From an optimization exercise on the open Yosys and OpenROAD flow, aimed at small area, a short achievable clock period and few clock cycles per item; shortcuts taken in it are not production practice.
Where RTL was checked, it was by simulation tests only, not by an equivalence proof against the original.
The RTL of run 2 was laid out without a check of its function.
Power is estimated from default activity; no workload was simulated.

--- design/flow/flow/run.sh ---
#!/bin/bash
# Standard layout, with plain buffers (instead of delay buffers) on the ports
# and a clock tree of small buffers without dummy loads.
export BUFFER_PORTS_ARGS="-buffer_cell sky130_fd_sc_hd__buf_2"
export CTS_ARGS="-sink_clustering_enable -repair_clock_nets -dont_use_dummy_load -buf_list {sky130_fd_sc_hd__clkbuf_4 sky130_fd_sc_hd__clkbuf_8}"
bash standard.sh > standard.log 2>&1
--- design/flow/standard.sh ---
#!/bin/bash
# synth_recipe.tcl (not shown) runs the flow's synth.tcl, then flattens the netlist and writes it again
# the make line also repeats each setting of config.mk as NAME=value (left out here)
make -C /OpenROAD-flow-scripts/flow DESIGN_CONFIG=/design/flow/config.mk WORK_HOME=/design/flow/orfs CLKGATE_MAP_FILE= SYNTH_SCRIPT=/design/flow/synth_recipe.tcl "${@:-finish}"
--- design/flow/config.mk ---
export PLATFORM = sky130hd
export DESIGN_NAME = cm_top
export DESIGN_NICKNAME = cm_top
export VERILOG_FILES = /design/flow/design.v
export SDC_FILE = /design/flow/constraint.sdc
export NUM_CORES = 4
export LEC_CHECK = 0
export CAP_MARGIN = 20
export CORE_MARGIN = 2
export CORE_UTILIZATION = 40
export PLACE_DENSITY = 0.6
export SETUP_SLACK_MARGIN = 2.65
export SLEW_MARGIN = 20
--- design/flow/constraint.sdc ---
create_clock -name core_clock -period 5.0 [get_ports {clk}]
set_input_delay 1.0000 -clock core_clock [delete_from_list [all_inputs] [get_ports {clk}]]
set_output_delay 1.0000 -clock core_clock [all_outputs]
set_load 0.01 [all_outputs]
--- design/flow/design.v ---
`timescale 1ns/100ps
`default_nettype none
module cm_top #(
    parameter logic [31:0] RF_BADDR = 32'd0      
) (
    input  wire         clk,
    input  wire         rst_n,
    input  wire  [31:0] rf_addr,
    input  wire         rf_wr,
    input  wire  [31:0] rf_cfg,
    output logic [31:0] rf_sts,
    output logic        mem_ce,
    output logic        mem_we,
    output logic [31:0] mem_addr,
    output logic [7:0]  mem_wr_data,
    input  wire  [7:0]  mem_rd_data
);
    logic sel_op1, sel_op2, sel_res, sel_nop, sel_start, sel_sts;
    logic [31:0] rf_q;
    assign sel_start = rf_wr & (rf_addr == RF_BADDR + 32'd4);
    assign sel_sts   = rf_wr & (rf_addr == RF_BADDR + 32'd5);
    always_ff @(posedge clk or negedge rst_n) begin
        if (!rst_n) begin
            sel_op1 <= 1'b0;
            sel_op2 <= 1'b0;
            sel_res <= 1'b0;
            sel_nop <= 1'b0;
        end else begin
            sel_op1 <= rf_wr & (rf_addr == RF_BADDR + 32'd0);
            sel_op2 <= rf_wr & (rf_addr == RF_BADDR + 32'd1);
            sel_res <= rf_wr & (rf_addr == RF_BADDR + 32'd2);
            sel_nop <= rf_wr & (rf_addr == RF_BADDR + 32'd3);
        end
    end
    always_ff @(posedge clk)
        rf_q <= rf_cfg;
    logic        running;        
    logic        done_q;         
    logic [10:1] s;              
    logic        first;          
    logic        second;         
    logic        last;           
    logic        rot;            
    logic        rz;             
    logic        ait;            
    logic        bit_q;          
    logic        b0;             
    logic [31:0] rd_cnt;         
    logic [31:0] nop_q;
    logic        go, pend, finish;
    logic        r_n, f_n, l_n;
    logic [10:1] s_n;
    assign go     = sel_start & rf_cfg[0] & ~running;
    assign pend   = first ? s[7] : s[10];                      
    assign finish = last & s[10];
    always_comb begin
        r_n = running;
        f_n = first;
        l_n = last;
        s_n = 10'd1;
        if (!running) begin
            if (go) begin
                r_n = 1'b1;
                f_n = 1'b1;
                l_n = 1'b0;
            end
        end else if (finish) begin
            r_n = 1'b0;
        end else if (pend) begin
            f_n = 1'b0;
            l_n = rz;
        end else if (last && !second && s[1]) begin
            s_n = 10'd1 << 4;                                    
        end else begin
            s_n = {s[9:1], 1'b0};
        end
    end
    always_ff @(posedge clk or negedge rst_n) begin
        if (!rst_n) begin
            running <= 1'b0;
            done_q  <= 1'b0;
            s       <= 10'd1;
            first   <= 1'b0;
            second  <= 1'b0;
            last    <= 1'b0;
            rot     <= 1'b0;
            ait     <= 1'b0;
            bit_q   <= 1'b0;
            b0      <= 1'b0;
            mem_ce  <= 1'b0;
            mem_we  <= 1'b0;
        end else begin
            if (sel_sts)
                done_q <= 1'b0;
            else if (running && finish)
                done_q <= 1'b1;
            running <= r_n;
            first   <= f_n;
            last    <= l_n;
            s       <= s_n;
            if (!running)
                second <= 1'b0;
            else if (pend)
                second <= first;
            rot     <= running & (((s[1] | s[3]) & ~last) |
                                  (first & s[6] & ~rz) |
                                  (~first & s[9] & (last | ~rz)));
            ait     <= running & (((s[6] | s[7] | s[8] | s[9]) & ~last) |
                                  (second & (s[1] | s[2])));
            bit_q   <= ait;
            b0      <= running & s[7] & ~last;
            mem_ce  <= r_n & ((|s_n[4:1]) ? ~l_n : ~f_n);
            mem_we  <= ~(|s_n[4:1]);
        end
    end
    always_ff @(posedge clk) begin
        if (sel_nop)
            nop_q <= rf_q;
        if (!running)
            rd_cnt <= 32'd0;
        else if (s[1] && !last)
            rd_cnt <= rd_cnt + 32'd1;
        rz <= (rd_cnt == nop_q);
    end
    assign rf_sts = {31'd0, done_q};
    logic [31:0] b_p, c_p, inc;
    assign inc = mem_addr + {31'd0, mem_ce};
    always_ff @(posedge clk or negedge rst_n) begin
        if (!rst_n) begin
            mem_addr <= 32'd0;
            b_p      <= 32'd0;
            c_p      <= 32'd0;
        end else begin
            if (sel_op1)
                mem_addr <= rf_q;
            else if (rot)
                mem_addr <= b_p;
            else
                mem_addr <= inc;
            if (sel_op2)
                b_p <= rf_q;
            else if (rot)
                b_p <= c_p;
            if (sel_res)
                c_p <= rf_q;
            else if (rot)
                c_p <= inc;
        end
    end
    logic [7:0] s_q, x1, y1, x2r, y2r, x2n, y2n;
    assign x2n = s[4] ? {mem_rd_data[3:0], mem_rd_data[7:4]} : {x2r[1:0], x2r[7:2]};
    assign y2n = s[5] ? {mem_rd_data[5:0], mem_rd_data[7:6]} : {y2r[1:0], y2r[7:2]};
    always_ff @(posedge clk) begin
        s_q <= mem_rd_data;                                       
        if (s[3]) begin
            x1 <= s_q;
            y1 <= mem_rd_data;
        end
        x2r <= x2n;
        y2r <= y2n;
    end
    function automatic logic [2:0] bdec(input logic [2:0] w);
        bdec = {w[2],
                (w[2] & ~w[1] & ~w[0]) | (~w[2] & w[1] & w[0]),
                w[1] ^ w[0]};
    endfunction
    function automatic logic [11:0] bterm(input logic [7:0] m, input logic [2:0] d, input logic inv);
        logic        neg;
        logic [10:0] mag;
        neg = d[2] ^ inv;
        mag = d[0] ? {{3{m[7]}}, m} : (d[1] ? {{2{m[7]}}, m, 1'b0} : 11'd0);
        bterm = {neg, mag ^ {11{neg}}};
    endfunction
    logic [2:0] dx, dy;              
    always_ff @(posedge clk) begin
        dx <= bdec({x2n[1:0], x2n[7] & ~s[6]});
        dy <= bdec({y2n[1:0], y2n[7] & ~s[6]});
    end
    logic [11:0] ta, tb, tc, td;
    logic [10:0] abx, aby;
    logic        cbx, cby;
    assign ta = bterm(x1, dx, 1'b0);
    assign tb = bterm(y1, dy, 1'b1);
    assign tc = bterm(x1, dy, 1'b0);
    assign td = bterm(y1, dx, 1'b0);
    always_ff @(posedge clk) begin
        abx <= ta[10:0] + tb[10:0] + {10'd0, ta[11]};
        cbx <= tb[11];
        aby <= tc[10:0] + td[10:0] + {10'd0, tc[11]};
        cby <= td[11];
    end
    logic [8:0]  px, py;
    logic [7:0]  lx, ly, lyn;
    logic [10:0] tx, ty;
    assign tx  = (b0 ? 11'd0 : {{2{px[8]}}, px}) + abx + {10'd0, cbx};
    assign ty  = (b0 ? 11'd0 : {{2{py[8]}}, py}) + aby + {10'd0, cby};
    assign lyn = bit_q ? {ty[1:0], ly[7:2]} : ly;
    always_ff @(posedge clk) begin
        if (bit_q) begin
            px <= tx[10:2];
            py <= ty[10:2];
            lx <= {tx[1:0], lx[7:2]};
            ly <= lyn;
        end
    end
    always_ff @(posedge clk) begin
        if (s[4] || (s[1] && last))
            mem_wr_data <= lyn;
        else if (s[5])
            mem_wr_data <= py[7:0];
        else if (s[6])
            mem_wr_data <= {8{py[8]}};
        else if (s[7])
            mem_wr_data <= lx;
        else if (s[8])
            mem_wr_data <= px[7:0];
        else if (s[9])
            mem_wr_data <= {8{mem_wr_data[7]}};
    end
endmodule
`default_nettype wire
==> results of run 1 <==
[power by group]
| part | internal, mW | switching (mW) | total [mW] |
|---|---|---|---|
| clock network | 0.978 | 0.963 | 1.94 |
| logic | 0.0232 | 0.0457 | 0.0689 |
| registers | 2.75 | 0.0230 | 2.78 |
[sequential cells by signal, indices dropped and copies added (netlist names), 9 cells and up]
register	count
px	9
s	10
rf_q	32
nop_q	32
py	9
mem_addr	32
aby	11
c_p	32
b_p	32
abx	11
rd_cnt	32
[cells in the mapped netlist, types with 9 or more instances]
cell type    n  area [sq um]
nand2b_1    10          62.6
o21ai_0    102           510
xnor2_1     81           709
a21oi_1     59           295
or3_1       10          62.6
or2_2        9          56.3
dfxtp_1    117          2340
o22ai_1     21           131
nand3_1     27           135
edfxtp_1    90          2700
and3_1      13          81.3
xor2_1      72           631
mux2i_1     58           581
nor3b_1     20           150
nand4_1     25           156
clkbuf_1    44           165
buf_4       32           240
nor3_1      27           135
mux2_2      21           236
a22oi_1     36           270
nor4_1      19           119
dfrtp_1    120          3000
and2_1      10          62.6
nor2_1      82           308
a211oi_1    10          75.1
nand2_1    106           398
nor2b_1     38           238
inv_1       37           139
ha_1        37           463
buf_2        9          45.0
[metrics by stage]
step | hold WS, ps | instances | cell area (sq um) | power [mW] | util [%]
floorplan | 331 | 1476 | 15700 | 2.85 | -
global placement | 334 | 2030 | 16500 | 2.90 | 42.9
detailed placement | 336 | 2030 | 16500 | 2.90 | 42.9
CTS | 350 | 2103 | 17500 | 4.86 | 45.4
global route | 353 | 2127 | 17900 | 4.97 | 46.7
finish | 346 | 2127 | 17900 | 4.79 | 46.7
[kinds of logic (layout without fill, tap and decap cells)]
group / Yosys count / in the layout / synth area share (%)
AND/OR/NAND/NOR: 427 / 427 / 15.0
other: 1 / 31 / 0.0242
multiplexers: 79 / 79 / 5.27
AO/OA/AOI/OAI: 285 / 285 / 11.2
flip-flops: 328 / 328 / 52.0
XOR/XNOR: 153 / 153 / 8.64
adder cells (fa/ha/maj): 43 / 43 / 3.76
buffers and inverters: 130 / 263 / 4.04
[per-layer routing]
layer	GRT usage [%]	vias up	wire (um)
met3	3.60	66	2120
met1	26.9	5391	18800
li1	-	5388	-
met4	6.03	0	916
met5	0	-	0
met2	27.7	294	16600
[repair_timing]
action | in CTS | in global routing
setup endpoints to repair | 33 | 51
setup buffers | 17 | 24
resized for setup | 25 | 71
pin swaps | 12 | 34
[worst max-delay path: cells and delay by family (launching register included)]
| family | cells | cell delay (ps) |
|---|---|---|
| adder cells (fa/ha/maj) | 1 | 350 |
| AO/OA/AOI/OAI | 4 | 540 |
| XOR/XNOR | 1 | 110 |
| flip-flops | 1 | 450 |
| AND/OR/NAND/NOR | 1 | 390 |
| buffers and inverters | 3 | 420 |
[final timing paths]
check                           startpoint                     end  slack [ps]  cells past startpoint
hold / removal               ait$_DFF_PN0_         bit_q$_DFF_PN0_         350                      0
setup / recovery           y1[2]$_DFFE_PP_          abx[7]$_DFF_P_        2640                     10
setup reg to reg           y1[2]$_DFFE_PP_          abx[7]$_DFF_P_        2640                     10
hold reg to reg              ait$_DFF_PN0_         bit_q$_DFF_PN0_         350                      0
max in group asynchronous            rst_n      c_p[4]$_DFFE_PN0P_        3610                      2
min in group asynchronous            rst_n  mem_addr[16]$_DFF_PN0_         410                      1
[layout make-up]
cell class,instances,area (sq um)
clock buffer,56,771
tap,518,648
sequential,328,8110
fill,3604,20500
inverter,40,150
multi-input combinational,1018,7270
timing repair buffer,167,1000
==> results.ini, run 1 <==
[status]
status=finished clean

[synthesis]
netlist_area_sq_um=15500
synthFlopType=dfrtp_1
synth.avg_cell_area_sq_um=10.7
yosysSeqAreaShare_pct=52.0
synth_edf_count=90
ys_warn_count=1
yosys_register_bits=328
synthArstFlopShare_pct=36.9
synth_cell_types=79
netlist_instances=1446

[finish]
final_nets=1729
layout_commonest_cell=buf_2
area_growth_pct=15.7
layout-drive-gt1-share_pct=21.8
antenna_cells=0
final_cell_mix=buf_2 (118), dfrtp_1 (114), dfxtp_1 (111), nand2_1 (103), o21ai_0 (96)

[clock_network]
cts_tree=yes
cts.path.max_buffers=3
clock-sinks=328
path_clk_slew_ps=60
cts_hold_buf=0
cts-root-buf=clkbuf_8
htreeDepth=2
numCtsBuffers=56
clk_latency_ps=610

[placed_design]
gp_congestion=0.829
pre_cts_ws_ps=2050
hpwl_um=25700
io_buffer_count=117

[grt]
grt_pass1_wl_um=60000
grt_max_degree=65
grt_overflow=0
antenna_found_initial=0
first_global_vias=10900
track_usage_pct=18.5

[routing]
drt_iter0_drc=690
viasPerCell=5.24
wl_per_cell_um=18.1
ant_nets=0
drc=0
routed_wl_um=38400
vias=11100
drt_first_pass_iters=5

[critical_path]
setup.worst_path.end_class=flip-flop
path_cells=buf_4, a22oi_1, xnor2_1, ha_1, inv_1, nor4_2, o31ai_2, a21boi_1, buf_4, a21oi_1
cp-start-kind=flip-flop
arrival_ps=2810
crit_top_cell=buf_4
cpPeakStageDelay_ps=450
path_class=reg2reg
required_ps=5450
worst_path_max_delay_cell=edfxtp_1
crit_fanout=3

[pwr]
ir_drop_uv=196
powerDensity_nw_per_um2=267
p_leak_nw=7.26

[floorplanning]
fp.coreArea_sq_um=38500
row_count=72
design.die.area_sq_um=40400
io_pins=149
die_x_um=201
initial_utilization_pct=40.3
fp.dieH_um=201

[sta]
setup_ws_ps=2640
clock_skew_ps=72.7
worst_pin_slew_ps=999
hold_viol=0
slew_viol_final=0
fmax_ghz=0.423
max_slew_margin_pct=33.1
setup_violations=0
rsz0062_at_grt=true
min_period_ps=2360
setup_tns_ps=0
finalCritPeriodShare_pct=47.2

[min_path]
worstHoldPathType=reg2reg

[run]
maxCapViolations=0

Testbench counts, summed over its fixed seeds: cycles 15,065, ops 1,445.
==> run 2: changes to the inputs <==
--- a/design/flow/design.v
+++ b/design/flow/design.v
@@ -168,7 +168,7 @@
         logic        neg;
         logic [10:0] mag;
         neg = d[2] ^ inv;
-        mag = d[0] ? {{3{m[7]}}, m} : (d[1] ? {{2{m[7]}}, m, 1'b0} : 11'd0);
+        mag = ({11{d[0]}} & {{3{m[7]}}, m}) | ({11{d[1]}} & {{2{m[7]}}, m, 1'b0});
         bterm = {neg, mag ^ {11{neg}}};
     endfunction
     logic [2:0] dx, dy;              
==> results.ini, run 2 <==
[critical_path]
crit_top_cell=fa_2
crit_fanout=4  ; +1
reg2regPathDepth=12  ; +2
worst-path-stages=12  ; +2
path_class=reg2reg
worstReg2RegStart=b0$_DFF_PN0_
cp_top_family=compound AO/OA/AOI/OAI gates
r2r_setup_slack_ps=2410  ; -220 ps
cpPeakStageDelay_ps=390  ; -60 ps
arrival_ps=2920  ; +110 ps
setup.worst_path.end_class=flip-flop
cp-start-kind=flip-flop
path_cells=buf_4, buf_6, nand2b_4, fa_2, inv_1, fa_2, a21o_1, a21oi_2, nor2b_2, o22a_1, nor4_1, a211oi_1
crit_end=px[8]$_DFFE_PP_
required_ps=5340  ; -110 ps
timing.rr.end=px[8]$_DFFE_PP_
worst_path_max_delay_cell=dfrtp_2
worst-path-buf-inv=3  ; unchanged
startpoint=b0$_DFF_PN0_

[routing]
vias=10800  ; -3.0%
wl_per_cell_um=17.1  ; -5.2%
drc=0  ; unchanged
viasPerCell=5.16  ; -1.5%
ant_nets=0  ; unchanged
drt_iter0_drc=674  ; -2.3%
drt_first_pass_iters=5  ; unchanged
routed_wl_um=35800  ; -6.7%

[sta]
max_slew_margin_pct=34.4  ; +1.3 points
worst_pin_slew_ps=984  ; -15.1 ps
whs_ps=358  ; +12.0 ps
fmax_ghz=0.387  ; -8.6%
clock_skew_ps=44.4  ; -28.4 ps
min_period_ps=2590  ; +223 ps
setup_ws_ps=2410  ; -223 ps
rsz0062_at_grt=true
setup_violations=0  ; unchanged
slew_viol_final=0  ; unchanged
finalCritPeriodShare_pct=51.7  ; +4.5 points
hold_viol=0  ; unchanged
setup_tns_ps=0  ; unchanged

[synthesis]
synth_top_family_by_area=simple AND/OR/NAND/NOR gates
synth_commonest_cells=o21ai_0 (130), nand2_1 (128), dfrtp_1 (120), dfxtp_1 (117), edfxtp_1 (90)
synthArstFlopShare_pct=36.9  ; unchanged
netlist_instances=1438  ; -0.55%
yosysMostFrequentCell=o21ai_0
synth_compound_area_share_pct=10.4  ; -0.89 points
ys_warn_count=1  ; unchanged
yosys.area_share.xor_xnor_pct=9.00  ; +0.36 points
synthFlopType=dfrtp_1
yosysSeqAreaShare_pct=52.5  ; +0.48 points
yosys_register_bits=328  ; unchanged
synth_cell_types=65  ; -18%
synth_edf_count=90  ; unchanged
synth.avg_cell_area_sq_um=10.7  ; -0.36%
synthAdderAreaFrac_pct=3.79  ; +0.035 points
netlist_area_sq_um=15400  ; -0.91%
yosys.area_share.simple_pct=13.5  ; -1.5 points
ys_top_cells_by_area=dfrtp_1 (20%), edfxtp_1 (18%), dfxtp_1 (15%)
synth_mux_area_share_pct=6.80  ; +1.5 points
synth_top_cell_area_share_pct=19.5  ; +0.18 points
synth_top_area_cell=dfrtp_1

[floorplanning]
initial_utilization_pct=40.7  ; +0.39 points
fp.coreArea_sq_um=37800  ; -1.9%
die_x_um=200  ; -0.45%
row_count=71  ; -1.4%
design.die.area_sq_um=40000  ; -0.89%
io_pins=149  ; unchanged
fp.dieH_um=200  ; -0.45%

[finish]
final_cell_mix=nand2_1 (127), o21ai_0 (122), buf_2 (116), dfrtp_1 (113), dfxtp_1 (111)
layout_commonest_cell=nand2_1
area_growth_pct=13.9
layout-drive-gt1-share_pct=18.8  ; -2.9 points
seq_area_sq_um=8110  ; about the same
multi_input_area_sq_um=7010  ; -3.6%
final_util_pct=46.4  ; -0.29 points
instances_no_fill=2094  ; -1.6%
fillers=3530  ; -2.1%
final_nets=1703  ; -1.5%
fin_area_sq_um=17500  ; -2.5%
antenna_cells=0  ; unchanged

[grt]
first_global_vias=10400  ; -4.5%
grt_pass1_wl_um=55900  ; -6.8%
grt_max_degree=71  ; +9.2%
grt_overflow=0  ; unchanged
antenna_found_initial=0  ; unchanged
track_usage_pct=17.9  ; -0.59 points

[pwr]
powerDensity_nw_per_um2=274  ; +2.8%
p_leak_nw=7.18  ; -1.0%
p_total_mw=4.80  ; +0.30%
ir_drop_uv=195  ; -0.52%

[clock_network]
cts-root-buf=clkbuf_8
clk_latency_ps=620  ; about the same
path_clk_slew_ps=60  ; about the same
cts.path.max_buffers=3  ; unchanged
numCtsBuffers=57  ; +1.8%
cts_tree=yes
clock-sinks=328  ; unchanged
htreeDepth=2  ; unchanged

[min_path]
min_path_cells=0  ; unchanged
worstHoldPathType=reg2reg

[placed_design]
dp.cells=2014  ; -0.79%
placed_area_sq_um=16300  ; -1.1%
gp_congestion=0.811  ; -2.1%
hpwl_um=24400  ; -5.0%
pre_cts_ws_ps=2270  ; +222 ps
io_buffer_count=117  ; unchanged

[status]
status=finished clean

[run]
maxCapViolations=0  ; unchanged

-- run 2: area by class of cell --
cell class / count / share of cell area [%]
clock buffers: 57 / 4.48
inverters: 34 / 0.729
multi-input cells: 1015 / 40.0
flip-flops and latches: 328 / 46.3
well taps: 511 / 3.65
repair buffers: 149 / 4.80
-- run 2: cell families (layout without fill, tap and decap cells) --
family	after synthesis	after routing
compound gates	267	267
xor+xnor	158	158
fa+ha+maj	43	43
buf+inv	125	240
flops	328	328
mux	102	102
other cells	1	31
simple gates	414	414
-- run 2: how the worst min path moves through the flow --
stage | slack (ps) | start | end
detailed placement | 340 | ait$_DFF_PN0_ | bit_q$_DFF_PN0_
global placement | 340 | ait$_DFF_PN0_ | bit_q$_DFF_PN0_
finish | 360 | s_q[7]$_DFF_P_ | x1[7]$_DFFE_PP_
global route | 370 | s_q[7]$_DFF_P_ | x1[7]$_DFFE_PP_
floorplan | 330 | ait$_DFF_PN0_ | bit_q$_DFF_PN0_
CTS | 360 | s_q[7]$_DFF_P_ | x1[7]$_DFFE_PP_
-- run 2: layer usage --
metal	part of all wire [%]	vias to the layer above	GRT usage [%]
met1	47	5171	25.3
met3	5.4	68	3.55
met5	0	-	0
met4	2.4	0	6.12
met2	45	291	27.5
li1	-	5271	-
-- run 2: timing repair --
action / CTS / global route
endpoints found under the setup margin: 22 / 37
gates resized for setup: 22 / 48
hold buffers: 0 / 0
setup buffers: 9 / 14
cloned: 0 / 0
pin swaps: 4 / 22
-- run 2: where the power goes --
| part | switching (mW) | internal, mW | total (mW) | leakage, nW |
|---|---|---|---|---|
| Clock | 0.963 | 0.994 | 1.96 | 0.410 |
| Combinational | 0.0449 | 0.0231 | 0.0680 | 3.36 |
| Sequential | 0.0221 | 2.75 | 2.78 | 3.41 |
| Total | 1.03 | 3.77 | 4.80 | 7.18 |
==> run 3: changes to the inputs <==
--- a/design/flow/design.v
+++ b/design/flow/design.v
@@ -168,7 +168,7 @@
         logic        neg;
         logic [10:0] mag;
         neg = d[2] ^ inv;
-        mag = ({11{d[0]}} & {{3{m[7]}}, m}) | ({11{d[1]}} & {{2{m[7]}}, m, 1'b0});
+        mag = d[0] ? {{3{m[7]}}, m} : (d[1] ? {{2{m[7]}}, m, 1'b0} : 11'd0);
         bterm = {neg, mag ^ {11{neg}}};
     endfunction
     logic [2:0] dx, dy;              
==> design/flow/flow/run.sh (replaced) <==
#!/bin/bash
# Standard layout, with plain buffers (instead of delay buffers) on the ports
# and a clock tree without dummy loads.
export BUFFER_PORTS_ARGS="-buffer_cell sky130_fd_sc_hd__buf_2"
export CTS_ARGS="-sink_clustering_enable -repair_clock_nets -dont_use_dummy_load"
bash standard.sh > standard.log 2>&1
--- a/design/flow/config.mk
+++ b/design/flow/config.mk
@@ -9,5 +9,5 @@
 export CORE_MARGIN = 2
 export CORE_UTILIZATION = 40
 export PLACE_DENSITY = 0.6
-export SETUP_SLACK_MARGIN = 2.65
+export SETUP_SLACK_MARGIN = 2.55
 export SLEW_MARGIN = 20
==> results.ini, run 3 <==
[status]
status=finished clean

[clock_network]
cts_tree=yes
cts-root-buf=clkbuf_16
cts_hold_buf=0  ; unchanged
clock-sinks=328  ; unchanged
path_clk_slew_ps=50  ; about the same
htreeDepth=2  ; unchanged
numCtsBuffers=38  ; -33%
cts.path.max_buffers=3  ; unchanged
clk_latency_ps=530  ; -90 ps

[grt]
antenna_found_initial=1  ; +1
track_usage_pct=18.3  ; +0.37 points
grt_max_degree=122  ; +72%
grt_pass1_wl_um=59700  ; +6.6%
grt_overflow=0  ; unchanged
first_global_vias=10800  ; +3.6%

[sta]
hold_viol=0  ; unchanged
clock_skew_ps=31.8  ; -12.6 ps
worst_pin_slew_ps=1060  ; +74.1 ps
min_period_ps=2430  ; -158 ps
whs_ps=348  ; -10.9 ps
finalCritPeriodShare_pct=48.5  ; -3.2 points
setup_tns_ps=0  ; unchanged
slew_viol_final=0  ; unchanged
setup_violations=0  ; unchanged
rsz0062_at_grt=true
fmax_ghz=0.412  ; +6.5%
max_slew_margin_pct=29.2  ; -5.2 points

[pwr]
powerDensity_nw_per_um2=290  ; +5.6%
internal_power_mw=4.11  ; +8.9%
p_sw_share_pct=20.3  ; -1.1 points
pwr-share-seq_pct=53.9  ; -3.9 points
comb_power_share_pct=1.3  ; about the same
clkPwrFrac_pct=44.8  ; +4.0 points
p_leak_nw=7.18  ; about the same
power_switching_mw=1.05  ; +1.7%
ir_drop_uv=244  ; +25%

[synthesis]
netlist_area_sq_um=15500  ; +0.92%
synth_cell_types=79  ; +22%
synth_commonest_cells=dfrtp_1 (120), dfxtp_1 (117), nand2_1 (106), o21ai_0 (102), edfxtp_1 (90)
ys_top_cells_by_area=dfrtp_1 (19%), edfxtp_1 (17%), dfxtp_1 (15%)
synthFlopType=dfrtp_1
synth_top_area_cell=dfrtp_1
yosysMostFrequentCell=dfrtp_1
synth_edf_count=90  ; unchanged
synth_top_cell_area_share_pct=19.4  ; -0.18 points
yosysSeqAreaShare_pct=52.0  ; -0.48 points
synth.avg_cell_area_sq_um=10.7  ; +0.36%
ys_warn_count=1  ; unchanged
netlist_instances=1446  ; +0.56%
synthArstFlopShare_pct=36.9  ; unchanged
yosys_register_bits=328  ; unchanged

[routing]
vias=11100  ; +2.7%
drt_iter0_drc=792  ; +18%
viasPerCell=5.31  ; +2.9%
drt_first_pass_iters=5  ; unchanged
drc=0  ; unchanged
ant_nets=0  ; unchanged
routed_wl_um=37300  ; +4.1%
wl_per_cell_um=17.8  ; +4.3%

[finish]
antenna_cells=0  ; unchanged
layout-drive-gt1-share_pct=17.4  ; -1.4 points
final_util_pct=46.3  ; -0.12 points
final_nets=1692  ; -0.65%
layout_commonest_cell=buf_2
final_cell_mix=buf_2 (117), dfrtp_1 (116), dfxtp_1 (111), nand2_1 (106), o21ai_0 (99)
area_growth_pct=14.7

[run]
maxCapViolations=0  ; unchanged

[critical_path]
crit_fanout=6  ; +2
path_cells=buf_4, nor2b_1, ha_1, and2_1, o21ai_0, a31oi_2, o2111a_1, a211oi_1
path_class=reg2reg
startpoint=b0$_DFF_PN0_
cp_top_family=compound AO/OA/AOI/OAI gates
required_ps=5320  ; -20 ps
arrival_ps=2750  ; -170 ps
worst-path-buf-inv=1  ; -2
worst-path-stages=8  ; -4
reg2regPathDepth=8  ; -4
worstReg2RegStart=b0$_DFF_PN0_
cp-start-kind=flip-flop
setup.worst_path.end_class=flip-flop
cpPeakStageDelay_ps=510  ; +120 ps
worst_path_max_delay_cell=dfrtp_4

[placed_design]
hpwl_um=25700  ; +5.4%
gp_congestion=0.821  ; +1.3%
io_buffer_count=117  ; unchanged

[min_path]
hold_path_startpoint=ait$_DFF_PN0_
worstHoldPathType=reg2reg
min_path_cells=0  ; unchanged

[floorplanning]
initial_utilization_pct=40.3  ; -0.39 points
design.die.area_sq_um=40400  ; +0.90%
row_count=72  ; +1.4%
fp.coreArea_sq_um=38500  ; +1.9%
io_pins=149  ; unchanged
fp.dieH_um=201  ; +0.45%
die_x_um=201  ; +0.45%

[run 3: cell count changes in the layout (fill, tap and decap cells not counted), sizes merged, moves of 7 or more]
cell    previous run  this run
o22ai             13        21
mux2i             82        58
and4              16         5
clkbuf            57        39
nor3b              0        20
a21oi             40        59
nand2            128       106
nor3              21        28
nand4             17        28
and3              20        13
o21ai            130       105
[run 3: final timing paths]
path / slack (ps) / endpoint
min in group asynchronous: 580 / c_p[11]$_DFFE_PN0P_
max in group asynchronous: 3870 / c_p[2]$_DFFE_PN0P_
min reg2reg: 350 / bit_q$_DFF_PN0_
max: 2570 / px[8]$_DFFE_PP_
min: 350 / bit_q$_DFF_PN0_
max reg2reg: 2570 / px[8]$_DFFE_PP_
[run 3: power groups by stage]
stage | logic (mW) | registers (mW) | clock network [mW]
3_3_place_gp | 0.0704 | 2.83 | 0
5_1_grt | 0.0788 | 2.78 | 2.47
3_5_place_dp | 0.0718 | 2.83 | 0
2_1_floorplan | 0.0305 | 2.82 | 0
6_report | 0.0692 | 2.78 | 2.31
4_1_cts | 0.0718 | 2.78 | 2.38
[run 3: what timing repair did]
item / CTS / global route
setup endpoints to repair: 36 / 44
buffers inserted: 8 / 14
pin swaps: 0 / 25
gates cloned: 0 / 1
resized for setup: 14 / 39
[run 3: per-layer routing]
metal | GRT usage [%] | routed length (um) | up-vias
li1 | - | - | 5350
met1 | 26.4 | 17800 | 5378
met2 | 27.8 | 16500 | 309
met3 | 3.52 | 2170 | 57
met4 | 5.37 | 851 | 2
met5 | 0 | 13 | -
[run 3: metrics by stage]
step	setup WS (ps)	instances	total power [mW]	cell area, sq um
final	2570	2090	5.15	17800
after floorplan	2550	1476	2.85	15600
after global placement	1830	2029	2.90	16500
after global routing	2450	2090	5.33	17800
after CTS	2480	2075	5.22	17500
after detailed placement	1790	2029	2.90	16500
[run 3: cell families after synthesis]
logic type,after synthesis,share of synthesized area [%]
buffers and inverters,130,4.04
multiplexers,79,5.27
flip-flops,328,52.0
other,1,0.0242
adder cells (fa/ha/maj),43,3.76
AND/OR/NAND/NOR,427,15.0
AO/OA/AOI/OAI,285,11.2
XOR/XNOR,153,8.64
[run 3: final cells by class]
| cell class | count | area, sq um |
|---|---|---|
| repair buffers | 147 | 838 |
| inverters | 40 | 151 |
| well taps | 518 | 648 |
| multi-input cells | 1019 | 7100 |
| fillers | 3624 | 20700 |
| clock buffers | 38 | 951 |
| flip-flops and latches | 328 | 8100 |
[run 3: worst reg2reg max path: cells and delay by family (launching register included)]
family          cells  cell delay [ps]
compound gates      4              870
fa+ha+maj           1              310
buf+inv             1              180
flops               1              510
simple gates        2              340
Testbench counts of run 3, summed over its fixed seeds: cycles 15,065, ops 1,445.
==> run 4: changes to the inputs <==
--- a/design/flow/config.mk
+++ b/design/flow/config.mk
@@ -9,5 +9,5 @@
 export CORE_MARGIN = 2
 export CORE_UTILIZATION = 40
 export PLACE_DENSITY = 0.6
-export SETUP_SLACK_MARGIN = 2.55
+export SETUP_SLACK_MARGIN = 2.72
 export SLEW_MARGIN = 20
==> results.ini, run 4 <==
[grt]
grt_max_degree=65  ; -47%
grt_overflow=0  ; unchanged
antenna_found_initial=0  ; -1
first_global_vias=11000  ; +1.1%
grt_pass1_wl_um=60100  ; +0.71%
track_usage_pct=18.5  ; +0.23 points

[sta]
setup_violations=0  ; unchanged
clock_skew_ps=41.2  ; +9.48 ps
max_slew_margin_pct=28.8  ; -0.39 points
fmax_ghz=0.419  ; +1.7%
min_period_ps=2390  ; -39.4 ps
finalCritPeriodShare_pct=47.8  ; -0.79 points
setup_tns_ps=0  ; unchanged
rsz0062_at_grt=true
hold_viol=0  ; unchanged
worst_pin_slew_ps=1070  ; +9.80 ps
slew_viol_final=0  ; unchanged

[synthesis]
netlist_area_sq_um=15500  ; unchanged
synthArstFlopShare_pct=36.9  ; unchanged
yosys_register_bits=328  ; unchanged
synth_edf_count=90  ; unchanged
synthFlopType=dfrtp_1
ys_top_cells_by_area=dfrtp_1 (19%), edfxtp_1 (17%), dfxtp_1 (15%)
ys_warn_count=1  ; unchanged
synth_cell_types=79  ; unchanged
synth.avg_cell_area_sq_um=10.7  ; unchanged
netlist_instances=1446  ; unchanged
synth_top_area_cell=dfrtp_1
synth_top_cell_area_share_pct=19.4  ; unchanged
synth_commonest_cells=dfrtp_1 (120), dfxtp_1 (117), nand2_1 (106), o21ai_0 (102), edfxtp_1 (90)
yosysMostFrequentCell=dfrtp_1
yosysSeqAreaShare_pct=52.0  ; unchanged

[placed_design]
io_buffer_count=117  ; unchanged
gp_congestion=0.827  ; +0.66%
hpwl_um=25700  ; +0.11%

[critical_path]
setup.worst_path.end_class=flip-flop
cp-start-kind=flip-flop
arrival_ps=2770  ; +20 ps
required_ps=5380  ; +60 ps
path_class=reg2reg
crit_fanout=3  ; -3

[clock_network]
path_clk_slew_ps=50  ; about the same
htreeDepth=2  ; unchanged
clock-sinks=328  ; unchanged
cts.path.max_buffers=3  ; unchanged
numCtsBuffers=37  ; -2.6%
cts_tree=yes
cts-root-buf=clkbuf_16
clk_latency_ps=530  ; about the same

[routing]
ant_nets=0  ; unchanged
drc=0  ; unchanged
viasPerCell=5.30  ; -0.17%
wl_per_cell_um=18.0  ; +1.0%
routed_wl_um=38000  ; +1.8%
drt_first_pass_iters=8  ; +3
drt_iter0_drc=793  ; +0.13%
vias=11200  ; +0.64%

[finish]
layout_commonest_cell=buf_2
layout-drive-gt1-share_pct=20.7  ; +3.3 points
final_util_pct=47.1  ; +0.86 points
antenna_cells=0  ; unchanged
final_cell_mix=buf_2 (119), dfrtp_1 (116), dfxtp_1 (111), nand2_1 (105), o21ai_0 (96)
final_nets=1709  ; +1.0%
area_growth_pct=16.8

[pwr]
power_switching_mw=1.03  ; -1.3%
comb_power_share_pct=1.3  ; about the same
pwr-share-seq_pct=54.3  ; +0.4 points
powerDensity_nw_per_um2=282  ; -2.7%
clkPwrFrac_pct=44.3  ; -0.5 points
p_leak_nw=7.31  ; +1.9%
ir_drop_uv=199  ; -19%
p_total_mw=5.11  ; -0.93%
internal_power_mw=4.07  ; -0.84%
p_sw_share_pct=20.2  ; -0.070 points

[floorplanning]
die_x_um=201  ; unchanged
row_count=72  ; unchanged
fp.dieH_um=201  ; unchanged
fp.coreArea_sq_um=38500  ; unchanged
design.die.area_sq_um=40400  ; unchanged
io_pins=149  ; unchanged
initial_utilization_pct=40.3  ; unchanged

[run]
maxCapViolations=0  ; unchanged

[min_path]
worstHoldPathType=reg2reg

[status]
status=finished clean

==> run 4: cells by family after synthesis <==
kind of cell,count (synthesis),synth area share [%]
mux,79,5.27
compound gates,285,11.2
buf+inv,130,4.04
flops,328,52.0
other cells,1,0.0242
fa+ha+maj,43,3.76
xor+xnor,153,8.64
simple gates,427,15.0
==> run 4: metal layers <==
metal	vias to the layer above	wire [um]	global-route usage, %
met5	-	0	0
met4	0	768	4.74
met3	66	2240	3.31
met2	322	16800	28.3
met1	5415	18200	27.1
li1	5364	-	-
==> run 4: power by group through the flow <==
stage	combinational, mW	clock (mW)	sequential (mW)
floorplan	0.0305	0	2.82
global placement	0.0700	0	2.83
detailed placement	0.0714	0	2.83
CTS	0.0714	2.33	2.77
global route	0.0782	2.43	2.77
finish	0.0689	2.26	2.77
==> run 4: area by class of cell <==
class	count	area, sq um
clock buffer	37	926
fill	3531	20300
inverter	40	150
multi-input combinational	1018	7320
sequential	328	8100
tap	518	648
timing repair buffer	166	980
==> run 4: path summary, 6_finish.rpt <==
check / from / end / slack (ps) / cells after the start
min in group asynchronous: rst_n / c_p[17]$_DFFE_PN0P_ / 500 / 1
hold reg to reg: ait$_DFF_PN0_ / bit_q$_DFF_PN0_ / 340 / 0
hold / removal: ait$_DFF_PN0_ / bit_q$_DFF_PN0_ / 340 / 0
max in group asynchronous: rst_n / c_p[27]$_DFFE_PN0P_ / 3490 / 2
setup reg to reg: x1[1]$_DFFE_PP_ / aby[7]$_DFF_P_ / 2610 / 9
setup / recovery: x1[1]$_DFFE_PP_ / aby[7]$_DFF_P_ / 2610 / 9
==> run 4: worst max-delay path: stages (launching register included) <==
cell and delay [ps]:
edfxtp_1 460, buf_4 180, a22oi_2 120, xnor2_1 90, ha_1 340, and2_1 170, a41o_1 240, nor4b_4 280
nor4b_1 100, or3_1 300
==> run 4: what timing repair did <==
item                       CTS  global route
pin swaps                   26            28
resized for setup           51            52
buffers inserted            28            11
hold buffers                 0             0
setup endpoints to repair   51            54
==> run 4: stage by stage <==
step / setup WS (ps) / hold slack [ps] / cells / instance area [sq um]
finish: 2610 / 344 / 2107 / 18100
global route: 2490 / 352 / 2107 / 18100
CTS: 2620 / 347 / 2096 / 17800
detailed placement: 2030 / 336 / 2031 / 16500
global placement: 2150 / 333 / 2030 / 16500
floorplan: 2660 / 331 / 1476 / 15700
==> run 5: changes to the inputs <==
--- a/design/flow/config.mk
+++ b/design/flow/config.mk
@@ -9,5 +9,5 @@
 export CORE_MARGIN = 2
 export CORE_UTILIZATION = 40
 export PLACE_DENSITY = 0.6
-export SETUP_SLACK_MARGIN = 2.72
+export SETUP_SLACK_MARGIN = 2.65
 export SLEW_MARGIN = 20
==> results.ini, run 5 <==
[finish]
final_nets=1707  ; -0.12%
multi_input_area_sq_um=7160  ; -2.1%
instances_no_fill=2105  ; -0.095%
area_growth_pct=15.7
antenna_cells=0  ; unchanged
layout-drive-gt1-share_pct=19.7  ; -1.0 points
seq_area_sq_um=8100  ; unchanged
fillers=3584  ; +1.5%
final_cell_mix=buf_2 (117), dfrtp_1 (116), dfxtp_1 (111), nand2_1 (103), o21ai_0 (95)
fin_area_sq_um=18000  ; -0.95%
layout_commonest_cell=buf_2
final_util_pct=46.7  ; -0.45 points

[pwr]
p_total_mw=5.11  ; about the same
p_leak_nw=7.25  ; -0.90%
powerDensity_nw_per_um2=285  ; +1.1%
ir_drop_uv=227  ; +14%

[routing]
drt_iter0_drc=705  ; -11%
viasPerCell=5.24  ; -1.1%
drc=0  ; unchanged
ant_nets=0  ; unchanged
vias=11000  ; -1.2%
routed_wl_um=37500  ; -1.2%
wl_per_cell_um=17.8  ; -1.1%
drt_first_pass_iters=5  ; -3

[synthesis]
synth_top_area_cell=dfrtp_1
netlist_instances=1446  ; unchanged
synth_edf_count=90  ; unchanged
synth_top_cell_area_share_pct=19.4  ; unchanged
synth_top_family_by_area=simple AND/OR/NAND/NOR gates
yosys.area_share.xor_xnor_pct=8.64  ; unchanged
yosysSeqAreaShare_pct=52.0  ; unchanged
synth_mux_area_share_pct=5.27  ; unchanged
synthAdderAreaFrac_pct=3.76  ; unchanged
yosysMostFrequentCell=dfrtp_1
synth_compound_area_share_pct=11.2  ; unchanged
yosys.area_share.simple_pct=15.0  ; unchanged
netlist_area_sq_um=15500  ; unchanged
synthFlopType=dfrtp_1
synth_cell_types=79  ; unchanged
synth.avg_cell_area_sq_um=10.7  ; unchanged
synthArstFlopShare_pct=36.9  ; unchanged
ys_warn_count=1  ; unchanged
synth_commonest_cells=dfrtp_1 (120), dfxtp_1 (117), nand2_1 (106), o21ai_0 (102), edfxtp_1 (90)
ys_top_cells_by_area=dfrtp_1 (19%), edfxtp_1 (17%), dfxtp_1 (15%)
yosys_register_bits=328  ; unchanged

[critical_path]
arrival_ps=2730  ; -40 ps
crit_fanout=6  ; +3
required_ps=5370  ; about the same
setup.worst_path.end_class=flip-flop
path_class=reg2reg
cp-start-kind=flip-flop

[sta]
clock_skew_ps=45.5  ; +4.24 ps
max_slew_margin_pct=30.6  ; +1.8 points
worst_pin_slew_ps=1040  ; -30.2 ps
setup_violations=0  ; unchanged
slew_viol_final=0  ; unchanged
hold_viol=0  ; unchanged
setup_tns_ps=0  ; unchanged
finalCritPeriodShare_pct=47.2  ; -0.55 points
fmax_ghz=0.424  ; +1.2%
rsz0062_at_grt=true
min_period_ps=2360  ; -27.6 ps

[grt]
grt_max_degree=65  ; unchanged
antenna_found_initial=1  ; +1
busiest_layer=met2
use_met2_pct=27.8  ; -0.51 points
grt_pass1_wl_um=60000  ; -0.19%
use_met1_pct=27.2  ; +0.089 points
grt_overflow=0  ; unchanged
first_global_vias=10800  ; -1.4%
globalRouteMet3Util_pct=3.21  ; -0.097 points
track_usage_pct=18.4  ; -0.075 points

[floorplanning]
io_pins=149  ; unchanged
row_count=72  ; unchanged
fp.coreArea_sq_um=38500  ; unchanged
initial_utilization_pct=40.3  ; unchanged
die_x_um=201  ; unchanged
fp.dieH_um=201  ; unchanged
design.die.area_sq_um=40400  ; unchanged

[status]
status=finished clean

[clock_network]
numCtsBuffers=37  ; unchanged
path_clk_slew_ps=60  ; about the same
htreeDepth=2  ; unchanged
cts_tree=yes
cts-root-buf=clkbuf_16
cts.path.max_buffers=3  ; unchanged
clk_latency_ps=520  ; about the same
cts_hold_buf=0  ; unchanged
clock-sinks=328  ; unchanged

[placed_design]
placed_area_sq_um=16500  ; about the same
dp.cells=2030  ; -0.049%
gp_congestion=0.829  ; +0.25%
io_buffer_count=117  ; unchanged
hpwl_um=25700  ; -0.21%

[min_path]
worstHoldPathType=reg2reg

[run]
maxCapViolations=0  ; unchanged

run 5: cell types whose count changed in the layout (fill, tap and decap cells not counted), sizes merged:
cell / before / now
buf: 166 / 163
clkbuf: 37 / 38
inv: 38 / 37
clkinvlp: 0 / 1
run 5: worst max-delay path, cell delays in order, from the launching register on:
cell and delay [ps]:
dfxtp_4 370, nor2b_4 180, buf_4 150, a22oi_1 80, xnor2_1 170, buf_4 140
ha_1 300, nand2_2 70, o32ai_2 300, o31ai_2 130, a21boi_1 190, buf_4 130
a21oi_1 30
run 5: power breakdown:
group	switching, mW	internal [mW]	total, mW
combinational	0.0452	0.0232	0.0684
clock	0.970	1.30	2.27
sequential	0.0229	2.75	2.78
total	1.04	4.07	5.11
run 5: through the flow:
step                worst slack [ps]  hold WS [ps]
floorplan                       2660           331
global placement                2170           334
detailed placement              2050           336
CTS                             2600           348
global route                    2510           352
finish                          2640           345
run 5: what timing repair did:
item                                    CTS  global route
buffers inserted                         18            20
endpoints found under the setup margin   31            49
resized for setup                        21            57
pin swaps                                 9            27
run 5: logic make-up (layout without fill, tap and decap cells):
| logic type | count (synthesis) | in the layout |
|---|---|---|
| other | 1 | 31 |
| adders and majority gates | 43 | 43 |
| buffers and inverters | 130 | 241 |
| muxes | 79 | 79 |
| and+or+nand+nor | 427 | 427 |
| AOI/OAI and AO/OA | 285 | 285 |
| xor gates and xnor gates | 153 | 153 |
| DFF | 328 | 328 |
run 5: worst paths after layout:
check                           slack [ps]           from                     end  depth (start not counted)
worst max-delay path                  2640  dx[0]$_DFF_P_          abx[7]$_DFF_P_                         12
worst min-delay path                   350  ait$_DFF_PN0_         bit_q$_DFF_PN0_                          0
worst max register to register        2640  dx[0]$_DFF_P_          abx[7]$_DFF_P_                         12
worst min register to register         350  ait$_DFF_PN0_         bit_q$_DFF_PN0_                          0
max in group asynchronous             3520          rst_n  mem_addr[29]$_DFF_PN0_                          2
min in group asynchronous              490          rst_n     c_p[15]$_DFFE_PN0P_                          1
run 5: cell type report:
cell class	count	share of cell area [%]
Tap cell	518	3.61
Timing Repair Buffer	164	5.33
Multi-Input combinational cell	1018	39.9
Clock buffer	37	5.16
Inverter	40	0.857
Sequential cell	328	45.1
run 5: metal layers:
layer | up-vias | part of all wire, %
li1 | 5364 | -
met1 | 5285 | 48
met2 | 320 | 43
met3 | 66 | 6.1
met4 | 0 | 2.5
met5 | - | 0
==> run 6: changes to the inputs <==
--- a/design/flow/design.v
+++ b/design/flow/design.v
@@ -16,24 +16,12 @@
     input  wire  [7:0]  mem_rd_data
 );
     logic sel_op1, sel_op2, sel_res, sel_nop, sel_start, sel_sts;
-    logic [31:0] rf_q;
+    assign sel_op1   = rf_wr & (rf_addr == RF_BADDR + 32'd0);
+    assign sel_op2   = rf_wr & (rf_addr == RF_BADDR + 32'd1);
+    assign sel_res   = rf_wr & (rf_addr == RF_BADDR + 32'd2);
+    assign sel_nop   = rf_wr & (rf_addr == RF_BADDR + 32'd3);
     assign sel_start = rf_wr & (rf_addr == RF_BADDR + 32'd4);
     assign sel_sts   = rf_wr & (rf_addr == RF_BADDR + 32'd5);
-    always_ff @(posedge clk or negedge rst_n) begin
-        if (!rst_n) begin
-            sel_op1 <= 1'b0;
-            sel_op2 <= 1'b0;
-            sel_res <= 1'b0;
-            sel_nop <= 1'b0;
-        end else begin
-            sel_op1 <= rf_wr & (rf_addr == RF_BADDR + 32'd0);
-            sel_op2 <= rf_wr & (rf_addr == RF_BADDR + 32'd1);
-            sel_res <= rf_wr & (rf_addr == RF_BADDR + 32'd2);
-            sel_nop <= rf_wr & (rf_addr == RF_BADDR + 32'd3);
-        end
-    end
-    always_ff @(posedge clk)
-        rf_q <= rf_cfg;
     logic        running;        
     logic        done_q;         
     logic [10:1] s;              
@@ -115,7 +103,7 @@
     end
     always_ff @(posedge clk) begin
         if (sel_nop)
-            nop_q <= rf_q;
+            nop_q <= rf_cfg;
         if (!running)
             rd_cnt <= 32'd0;
         else if (s[1] && !last)
@@ -132,17 +120,17 @@
             c_p      <= 32'd0;
         end else begin
             if (sel_op1)
-                mem_addr <= rf_q;
+                mem_addr <= rf_cfg;
             else if (rot)
                 mem_addr <= b_p;
             else
                 mem_addr <= inc;
             if (sel_op2)
-                b_p <= rf_q;
+                b_p <= rf_cfg;
             else if (rot)
                 b_p <= c_p;
             if (sel_res)
-                c_p <= rf_q;
+                c_p <= rf_cfg;
             else if (rot)
                 c_p <= inc;
         end
==> results.ini, run 6 <==
[sta]
finalCritPeriodShare_pct=48.8  ; +1.6 points
max_slew_margin_pct=23.7  ; -6.8 points
hold_viol=0  ; unchanged
setup_violations=0  ; unchanged
min_period_ps=2440  ; +82.1 ps
setup_tns_ps=0  ; unchanged
worst_pin_slew_ps=1140  ; +107 ps
slew_viol_final=0  ; unchanged
clock_skew_ps=50.8  ; +5.28 ps
rsz0062_at_grt=true
fmax_ghz=0.409  ; -3.4%

[critical_path]
path_class=reg2reg
cp_top_family=compound AO/OA/AOI/OAI gates
worst_path_max_delay_cell=ha_1
r2r_setup_slack_ps=2560  ; -80 ps
required_ps=5380  ; about the same
cp-start-kind=flip-flop
cpPeakStageDelay_ps=350  ; -20 ps
worstReg2RegStart=dy[1]$_DFF_P_
setup.worst_path.end_class=flip-flop
timing.rr.end=aby[7]$_DFF_P_
reg2regPathDepth=11  ; -1
crit_fanout=4  ; -2
arrival_ps=2820  ; +90 ps
path_cells=nor2b_4, buf_6, a22oi_2, xnor2_1, ha_1, and2_4, a32oi_2, o311ai_4, o31ai_4, o21ai_1, xor2_1
worst-path-buf-inv=1  ; -2

[synthesis]
synthArstFlopShare_pct=40.1  ; +3.2 points
synth_top_family_by_area=simple AND/OR/NAND/NOR gates
netlist_instances=1407  ; -2.7%
synth_edf_count=90  ; unchanged
synth_top_area_cell=dfrtp_1
yosys_register_bits=292  ; -11%
ys_top_cells_by_area=dfrtp_1 (20%), edfxtp_1 (19%), dfxtp_1 (12%)
synth_commonest_cells=nor2_1 (129), dfrtp_1 (116), nand2_1 (113), edfxtp_1 (90), dfxtp_1 (85)
yosys.area_share.simple_pct=14.4  ; -0.58 points
ys_warn_count=1  ; unchanged
netlist_area_sq_um=14600  ; -6.2%
synthFlopType=dfrtp_1
yosys.area_share.xor_xnor_pct=9.39  ; +0.75 points
yosysMostFrequentCell=nor2_1
synth_compound_area_share_pct=10.6  ; -0.67 points
synth_cell_types=61  ; -23%
synth.avg_cell_area_sq_um=10.3  ; -3.6%
synth_top_cell_area_share_pct=19.9  ; +0.59 points
yosysSeqAreaShare_pct=50.4  ; -1.7 points
synth_mux_area_share_pct=6.92  ; +1.7 points
synthAdderAreaFrac_pct=4.01  ; +0.25 points

[routing]
drt_first_pass_iters=5  ; unchanged
drt_iter0_drc=801  ; +14%
vias=11200  ; +1.7%
viasPerCell=5.42  ; +3.4%
ant_nets=0  ; unchanged
drc=0  ; unchanged
wl_per_cell_um=19.2  ; +8.0%
routed_wl_um=39900  ; +6.2%

[min_path]
worstHoldPathType=reg2reg
hold_path_startpoint=ait$_DFF_PN0_
min_path_cells=0  ; unchanged
min_to=bit_q$_DFF_PN0_

[grt]
antenna_found_initial=2  ; +1
grt_overflow=0  ; unchanged
grt_max_degree=70  ; +7.7%
grt_pass1_wl_um=59300  ; -1.0%
first_global_vias=10700  ; -1.1%
track_usage_pct=19.7  ; +1.2 points

[clock_network]
clock-sinks=292  ; -11%
path_clk_slew_ps=60  ; about the same
numCtsBuffers=34  ; -8.1%
cts_tree=yes
htreeDepth=2  ; unchanged
cts.path.max_buffers=3  ; unchanged
clk_latency_ps=520  ; about the same
cts-root-buf=clkbuf_16

[finish]
area_growth_pct=24.2
final_cell_mix=nor2_1 (122), buf_2 (115), dfrtp_1 (114), nand2_1 (112), edfxtp_1 (90)
multi_input_area_sq_um=7620  ; +6.3%
fillers=3214  ; -10%
layout_commonest_cell=nor2_1
final_util_pct=50.6  ; +3.9 points
seq_area_sq_um=7360  ; -9.2%
final_nets=1729  ; +1.3%
instances_no_fill=2071  ; -1.6%
layout-drive-gt1-share_pct=26.5  ; +6.8 points

[run]
maxCapViolations=0  ; unchanged

[placed_design]
hpwl_um=24200  ; -5.6%
gp_congestion=0.801  ; -3.4%
io_buffer_count=117  ; unchanged
dp.cells=1933  ; -4.8%

[pwr]
ir_drop_uv=245  ; +7.6%
powerDensity_nw_per_um2=256  ; -10%
p_leak_nw=7.08  ; -2.3%

[floorplanning]
fp.dieH_um=195  ; -3.1%
io_pins=149  ; unchanged
initial_utilization_pct=40.7  ; +0.39 points
die_x_um=195  ; -3.1%
design.die.area_sq_um=37900  ; -6.1%
fp.coreArea_sq_um=35700  ; -7.1%
row_count=69  ; -4.2%

[status]
status=finished clean

## run 6: changes by cell type after synthesis, sizes merged, moves of 5 or more
| cell | delta |
|---|---|
| nor2 | +47 |
| dfxtp | -32 |
| o21ai | -21 |
| mux2i | +19 |
| nor3b | -19 |
| o22ai | -11 |
| a211oi | +8 |
| a22oi | -8 |
| nand4 | -8 |
| a21o | +7 |
| nand2 | +7 |
| a221oi | +6 |
| or2 | -6 |
| a21oi | +5 |
## run 6: cell families (layout without fill, tap and decap cells)
family / Yosys count / count (layout)
and+or+nand+nor: 434 / 447
DFF: 292 / 292
AOI/OAI and AO/OA: 252 / 252
xor gates and xnor gates: 156 / 156
buffers and inverters: 131 / 290
muxes: 98 / 98
adders and majority gates: 43 / 43
other: 1 / 32
## run 6: worst max-delay path by stage
| stage | endpoint | cells past startpoint | slack (ps) | from |
|---|---|---|---|---|
| after CTS | py[8]$_DFFE_PP_ | 10 | 2580 | b0$_DFF_PN0_ |
| after global routing | aby[7]$_DFF_P_ | 11 | 2450 | dy[1]$_DFF_P_ |
| final | aby[7]$_DFF_P_ | 11 | 2560 | dy[1]$_DFF_P_ |
| after floorplan | c_p[27]$_DFFE_PN0P_ | 7 | 2470 | rf_addr[31] |
| after global placement | c_p[31]$_DFFE_PN0P_ | 7 | 1680 | rf_addr[6] |
| after detailed placement | b_p[19]$_DFFE_PN0P_ | 6 | 1550 | rf_addr[10] |
## run 6: repair_timing
action | CTS | global route
pin swaps | 30 | 65
hold buffers | 0 | 0
endpoints found under the setup margin | 165 | 147
resized for setup | 69 | 118
setup buffers | 54 | 34
gates cloned | 9 | 6
## run 6: area by class of cell
type	count	area share, %
Antenna cell	1	0.0138
Clock buffer	34	4.71
Inverter	40	0.852
Multi-Input combinational cell	1027	42.1
Sequential cell	292	40.7
Tap cell	461	3.19
Timing Repair Buffer	216	8.39
## run 6: power by group
part / switching [mW] / internal (mW) / leakage (nW)
Clock: 0.881 / 1.19 / 0.419
Sequential: 0.000627 / 2.45 / 2.67
Combinational: 0.0745 / 0.0256 / 4.00
## run 6: per-layer routing
metal,up-vias,track usage (%),part of all wire (%)
li1,5306,-,-
met1,5495,28.1,46
met2,353,30.9,46
met3,72,3.12,6.0
met4,0,5.51,2.3
met5,-,0,0
## run 6: metrics by stage
step                hold WS, ps  power (mW)  instance area (sq um)  setup WS [ps]
floorplan                   331        2.53                  14800           2470
global placement            335        2.59                  15500           1680
detailed placement          348        2.59                  15500           1550
CTS                         362        4.67                  17200           2580
global route                367        4.76                  18100           2450
finish                      354        4.62                  18100           2560
Testbench counts of run 6, summed over its fixed seeds: cycles 15,065, ops 1,445.
==> run 7: changes to the inputs <==
--- a/design/flow/config.mk
+++ b/design/flow/config.mk
@@ -9,5 +9,5 @@
 export CORE_MARGIN = 2
 export CORE_UTILIZATION = 40
 export PLACE_DENSITY = 0.6
-export SETUP_SLACK_MARGIN = 2.65
+export SETUP_SLACK_MARGIN = 2.35
 export SLEW_MARGIN = 20
==> results.ini, run 7 <==
[floorplanning]
io_pins=149  ; unchanged
fp.coreArea_sq_um=35700  ; unchanged
die_x_um=195  ; unchanged
design.die.area_sq_um=37900  ; unchanged
initial_utilization_pct=40.7  ; unchanged
row_count=69  ; unchanged
fp.dieH_um=195  ; unchanged

[synthesis]
synth_top_area_cell=dfrtp_1
netlist_area_sq_um=14600  ; unchanged
yosysSeqAreaShare_pct=50.4  ; unchanged
ys_warn_count=1  ; unchanged
synthArstFlopShare_pct=40.1  ; unchanged
yosys_register_bits=292  ; unchanged
netlist_instances=1407  ; unchanged
synthFlopType=dfrtp_1
synth_cell_types=61  ; unchanged
synth.avg_cell_area_sq_um=10.3  ; unchanged
yosysMostFrequentCell=nor2_1
ys_top_cells_by_area=dfrtp_1 (20%), edfxtp_1 (19%), dfxtp_1 (12%)
synth_edf_count=90  ; unchanged
synth_commonest_cells=nor2_1 (129), dfrtp_1 (116), nand2_1 (113), edfxtp_1 (90), dfxtp_1 (85)
synth_top_cell_area_share_pct=19.9  ; unchanged

[grt]
track_usage_pct=18.8  ; -0.88 points
use_met2_pct=29.2  ; -1.8 points
globalRouteMet3Util_pct=2.65  ; -0.47 points
use_met1_pct=28.0  ; -0.16 points
busiest_layer=met2
grt_max_degree=72  ; +2.9%
grt_pass1_wl_um=57100  ; -3.8%
antenna_found_initial=1  ; -1
grt_overflow=0  ; unchanged
first_global_vias=10200  ; -4.5%

[sta]
setup_violations=0  ; unchanged
hold_viol=0  ; unchanged
slew_viol_final=0  ; unchanged
worst_pin_slew_ps=1120  ; -24.6 ps
finalCritPeriodShare_pct=51.5  ; +2.7 points
max_slew_margin_pct=25.4  ; +1.6 points
fmax_ghz=0.388  ; -5.2%
setup_tns_ps=0  ; unchanged
clock_skew_ps=29.1  ; -21.7 ps
min_period_ps=2580  ; +133 ps
rsz0062_at_grt=true

[clock_network]
cts_tree=yes
clock-sinks=292  ; unchanged
cts-root-buf=clkbuf_16
numCtsBuffers=31  ; -8.8%
htreeDepth=1  ; -1
cts.path.max_buffers=3  ; unchanged
clk_latency_ps=550  ; +30 ps
path_clk_slew_ps=60  ; about the same

[pwr]
internal_power_mw=3.55  ; -3.2%
comb_power_share_pct=2.1  ; about the same
powerDensity_nw_per_um2=265  ; +3.8%
p_leak_nw=6.57  ; -7.2%
ir_drop_uv=238  ; -2.7%
pwr-share-seq_pct=54.7  ; +1.7 points
clkPwrFrac_pct=43.1  ; -1.7 points
p_total_mw=4.48  ; -3.2%
p_sw_share_pct=20.7  ; +0.034 points
power_switching_uw=927  ; -3.0%

[routing]
drc=0  ; unchanged
routed_wl_um=36500  ; -8.3%
wl_per_cell_um=18.2  ; -5.6%
vias=10800  ; -4.1%
ant_nets=0  ; unchanged
viasPerCell=5.35  ; -1.3%
drt_iter0_drc=752  ; -6.1%
drt_first_pass_iters=5  ; unchanged

[min_path]
worstHoldPathType=reg2reg

[finish]
area_growth_pct=15.9
final_cell_mix=nor2_1 (127), buf_2 (116), dfrtp_1 (114), nand2_1 (112), edfxtp_1 (90)
layout_commonest_cell=nor2_1
layout-drive-gt1-share_pct=17.9  ; -8.6 points
final_util_pct=47.2  ; -3.4 points
final_nets=1669  ; -3.5%

[placed_design]
io_buffer_count=117  ; unchanged
gp_congestion=0.815  ; +1.8%
hpwl_um=24400  ; +0.73%

[critical_path]
path_class=in2reg
setup.worst_path.end_class=flip-flop
arrival_ps=2800  ; -20 ps
cp-start-kind=input pin
crit_fanout=16  ; +12
required_ps=5220  ; -160 ps

[run]
maxCapViolations=0  ; unchanged

[status]
status=finished clean

## run 7: cell counts after synthesis
Identical to the previous run, type by type.
## run 7: through the flow
stage / area (sq um) / cells / setup WS, ps / hold slack [ps]
2_1_floorplan: 14700 / 1437 / 2350 / 331
3_3_place_gp: 15500 / 1934 / 613 / 340
3_5_place_dp: 15500 / 1934 / 1000 / 336
4_1_cts: 16500 / 1986 / 2120 / 348
5_1_grt: 16900 / 2010 / 2300 / 367
6_report: 16900 / 2011 / 2420 / 346
## run 7: path summary, 6_finish.rpt
path	slack, ps	end	cells after the start	startpoint
min in group asynchronous	460	b_p[31]$_DFFE_PN0P_	1	rst_n
max in group asynchronous	3490	mem_addr[7]$_DFF_PN0_	2	rst_n
min	350	bit_q$_DFF_PN0_	0	ait$_DFF_PN0_
max	2420	nop_q[9]$_DFFE_PP_	7	rf_addr[20]
max reg2reg	2440	py[8]$_DFFE_PP_	10	b0$_DFF_PN0_
min reg2reg	350	bit_q$_DFF_PN0_	0	ait$_DFF_PN0_
## run 7: power groups by stage
stage	registers, mW	clock network, mW	logic, mW
6_report	2.45	1.93	0.0957
5_1_grt	2.45	2.08	0.105
4_1_cts	2.45	1.98	0.0949
2_1_floorplan	2.50	0	0.0303
3_5_place_dp	2.50	0	0.0924
3_3_place_gp	2.50	0	0.0910
## run 7: what timing repair did
action,4_1_cts,5_1_grt
gates cloned,4,3
resized for setup,29,41
hold buffers,0,0
setup buffers,17,21
pin swaps,6,23
endpoints found under the hold margin,0,0
setup endpoints to repair,159,94
## run 7: layout make-up
type	count	area (sq um)
Timing Repair Buffer	166	991
Fill cell	3371	18900
Sequential cell	292	7360
Inverter	40	154
Tap cell	461	577
Clock buffer	31	776
Multi-Input combinational cell	1020	7010
Antenna cell	1	2.50
## run 7: cells by family (layout without fill, tap and decap cells)
family | count (synthesis) | after routing | synth area share, %
AO/OA/AOI/OAI | 252 | 252 | 10.6
XOR/XNOR | 156 | 156 | 9.39
adder cells (fa/ha/maj) | 43 | 43 | 4.01
buffers and inverters | 131 | 237 | 4.30
flip-flops | 292 | 292 | 50.4
multiplexers | 98 | 98 | 6.92
other | 1 | 32 | 0.0258
AND/OR/NAND/NOR | 434 | 440 | 14.4
## run 7: worst max-delay path, cell delays in order
cell,delay (ps)
buf_2,110
nor4_4,420
nand4_1,170
buf_6,170
nor2_2,240
and2_1,290
and3_4,380
## run 7: layer usage
| layer | vias to the layer above | wire, um |
|---|---|---|
| met5 | - | 11 |
| met4 | 2 | 532 |
| met3 | 46 | 1980 |
| met2 | 304 | 16300 |
| met1 | 5233 | 17700 |
| li1 | 5177 | - |
==> run 8: changes to the inputs <==
--- a/design/flow/config.mk
+++ b/design/flow/config.mk
@@ -9,5 +9,5 @@
 export CORE_MARGIN = 2
 export CORE_UTILIZATION = 40
 export PLACE_DENSITY = 0.6
-export SETUP_SLACK_MARGIN = 2.35
+export SETUP_SLACK_MARGIN = 2.55
 export SLEW_MARGIN = 20
==> results.ini, run 8 <==
[status]
status=finished clean

[routing]
drc=0  ; unchanged
routed_wl_um=38000  ; +4.0%
viasPerCell=5.33  ; -0.40%
wl_per_cell_um=18.6  ; +2.5%
drt_iter0_drc=786  ; +4.5%
ant_nets=0  ; unchanged
vias=10900  ; +1.0%
drt_first_pass_iters=4  ; -1

[sta]
slew_viol_final=0  ; unchanged
finalCritPeriodShare_pct=49.3  ; -2.2 points
hold_viol=0  ; unchanged
min_period_ps=2460  ; -112 ps
clock_skew_ps=61.6  ; +32.5 ps
whs_ps=345  ; -1.10 ps
setup_tns_ps=0  ; unchanged
fmax_ghz=0.406  ; +4.5%
max_slew_margin_pct=34.6  ; +9.2 points
setup_violations=0  ; unchanged
worst_pin_slew_ps=982  ; -138 ps
rsz0062_at_grt=true

[grt]
first_global_vias=10500  ; +3.1%
grt_pass1_wl_um=58800  ; +3.1%
grt_overflow=0  ; unchanged
grt_max_degree=70  ; -2.8%
antenna_found_initial=2  ; +1
track_usage_pct=19.6  ; +0.77 points

[synthesis]
yosys_register_bits=292  ; unchanged
synthArstFlopShare_pct=40.1  ; unchanged
yosysSeqAreaShare_pct=50.4  ; unchanged
synth.avg_cell_area_sq_um=10.3  ; unchanged
synth_commonest_cells=nor2_1 (129), dfrtp_1 (116), nand2_1 (113), edfxtp_1 (90), dfxtp_1 (85)
synth_top_area_cell=dfrtp_1
yosysMostFrequentCell=nor2_1
ys_top_cells_by_area=dfrtp_1 (20%), edfxtp_1 (19%), dfxtp_1 (12%)
netlist_instances=1407  ; unchanged
synth_top_cell_area_share_pct=19.9  ; unchanged
synth_cell_types=61  ; unchanged
synthFlopType=dfrtp_1
netlist_area_sq_um=14600  ; unchanged
ys_warn_count=1  ; unchanged
synth_edf_count=90  ; unchanged

[finish]
fin_area_sq_um=17400  ; +3.3%
layout_commonest_cell=nor2_1
area_growth_pct=19.7
final_cell_mix=nor2_1 (126), buf_2 (116), dfrtp_1 (114), nand2_1 (112), edfxtp_1 (90)
instances_no_fill=2040  ; +1.4%
final_nets=1698  ; +1.7%
layout-drive-gt1-share_pct=22.1  ; +4.2 points

[critical_path]
path_class=reg2reg
crit_fanout=6  ; -10
cp-start-kind=flip-flop
setup.worst_path.end_class=flip-flop
required_ps=5240  ; +20 ps
arrival_ps=2710  ; -90 ps

[placed_design]
dp.cells=1933  ; -0.052%
gp_congestion=0.832  ; +2.0%
io_buffer_count=117  ; unchanged
hpwl_um=24500  ; +0.53%
placed_area_sq_um=15500  ; +0.24%

[floorplanning]
design.die.area_sq_um=37900  ; unchanged
io_pins=149  ; unchanged
row_count=69  ; unchanged
die_x_um=195  ; unchanged
initial_utilization_pct=40.7  ; unchanged
fp.dieH_um=195  ; unchanged
fp.coreArea_sq_um=35700  ; unchanged

[clock_network]
cts_hold_buf=0  ; unchanged
clk_latency_ps=530  ; -20 ps
cts.path.max_buffers=3  ; unchanged
cts-root-buf=clkbuf_16
path_clk_slew_ps=50  ; about the same
htreeDepth=2  ; +1
cts_tree=yes
numCtsBuffers=34  ; +9.7%
clock-sinks=292  ; unchanged

[pwr]
p_leak_nw=6.77  ; +3.1%
powerDensity_nw_per_um2=265  ; -0.27%
ir_drop_uv=192  ; -19%
p_total_mw=4.62  ; +3.1%

[min_path]
worstHoldPathType=reg2reg

[run]
maxCapViolations=0  ; unchanged

==> run 8: changes by cell type in the layout (fill, tap and decap cells not counted), sizes merged <==
| cell | change |
|---|---|
| buf | +25 |
| clkbuf | +3 |
| and3 | +1 |
==> run 8: worst max-delay path, cell delays in order, from the launching register on <==
cell and delay (ps):
dfrtp_4 510, nand2b_4 160, fa_2 340, inv_2 70
fa_2 210, a21oi_2 70, o21ai_2 200, a2111oi_4 110
o31ai_2 310, a21oi_2 90, xnor2_1 130
==> run 8: layout make-up <==
cell class | instances | area (sq um)
multi-input cells | 1021 | 7250
diodes | 1 | 2.50
well taps | 461 | 577
flip-flops and latches | 292 | 7360
repair buffers | 191 | 1230
fillers | 3273 | 18300
inverters | 40 | 154
clock buffers | 34 | 851
==> run 8: path summary, 6_finish.rpt <==
check	slack (ps)	to	depth (start not counted)	start
hold / removal	350	bit_q$_DFF_PN0_	0	ait$_DFF_PN0_
setup reg to reg	2540	py[8]$_DFFE_PP_	10	b0$_DFF_PN0_
max in group asynchronous	3320	c_p[5]$_DFFE_PN0P_	2	rst_n
setup / recovery	2540	py[8]$_DFFE_PP_	10	b0$_DFF_PN0_
hold reg to reg	350	bit_q$_DFF_PN0_	0	ait$_DFF_PN0_
min in group asynchronous	620	mem_addr[24]$_DFF_PN0_	1	rst_n
==> run 8: routing by layer <==
layer	up-vias	global-route usage (%)	wire length, um
met5	-	0	0
met4	0	5.23	797
met3	54	3.38	2190
met2	301	29.9	17200
met1	5274	28.6	17800
li1	5244	-	-
==> run 8: report_power, final <==
group	internal, mW	switching [mW]
clock network	1.19	0.876
registers	2.45	0.000722
logic	0.0243	0.0708
==> run 8: repair_timing <==
action / CTS / global route
pin swaps: 21 / 47
setup buffers: 41 / 24
cloned: 5 / 2
endpoints found under the setup margin: 163 / 137
resized for setup: 50 / 66
==> run 8: kinds of logic after synthesis <==
family                     after synthesis  synth area share (%)
AOI/OAI and AO/OA                      252                  10.6
xor gates and xnor gates               156                  9.39
and+or+nand+nor                        434                  14.4
DFF                                    292                  50.4
adders and majority gates               43                  4.01
muxes                                   98                  6.92
other                                    1                0.0258
buffers and inverters                  131                  4.30
==> run 8: metrics by stage <==
| step | setup WS, ps | utilization (%) |
|---|---|---|
| 2_1_floorplan | 2470 | - |
| 3_3_place_gp | 1620 | 43.4 |
| 3_5_place_dp | 1500 | 43.4 |
| 4_1_cts | 2490 | 47.4 |
| 5_1_grt | 2420 | 48.8 |
| 6_report | 2540 | 48.8 |
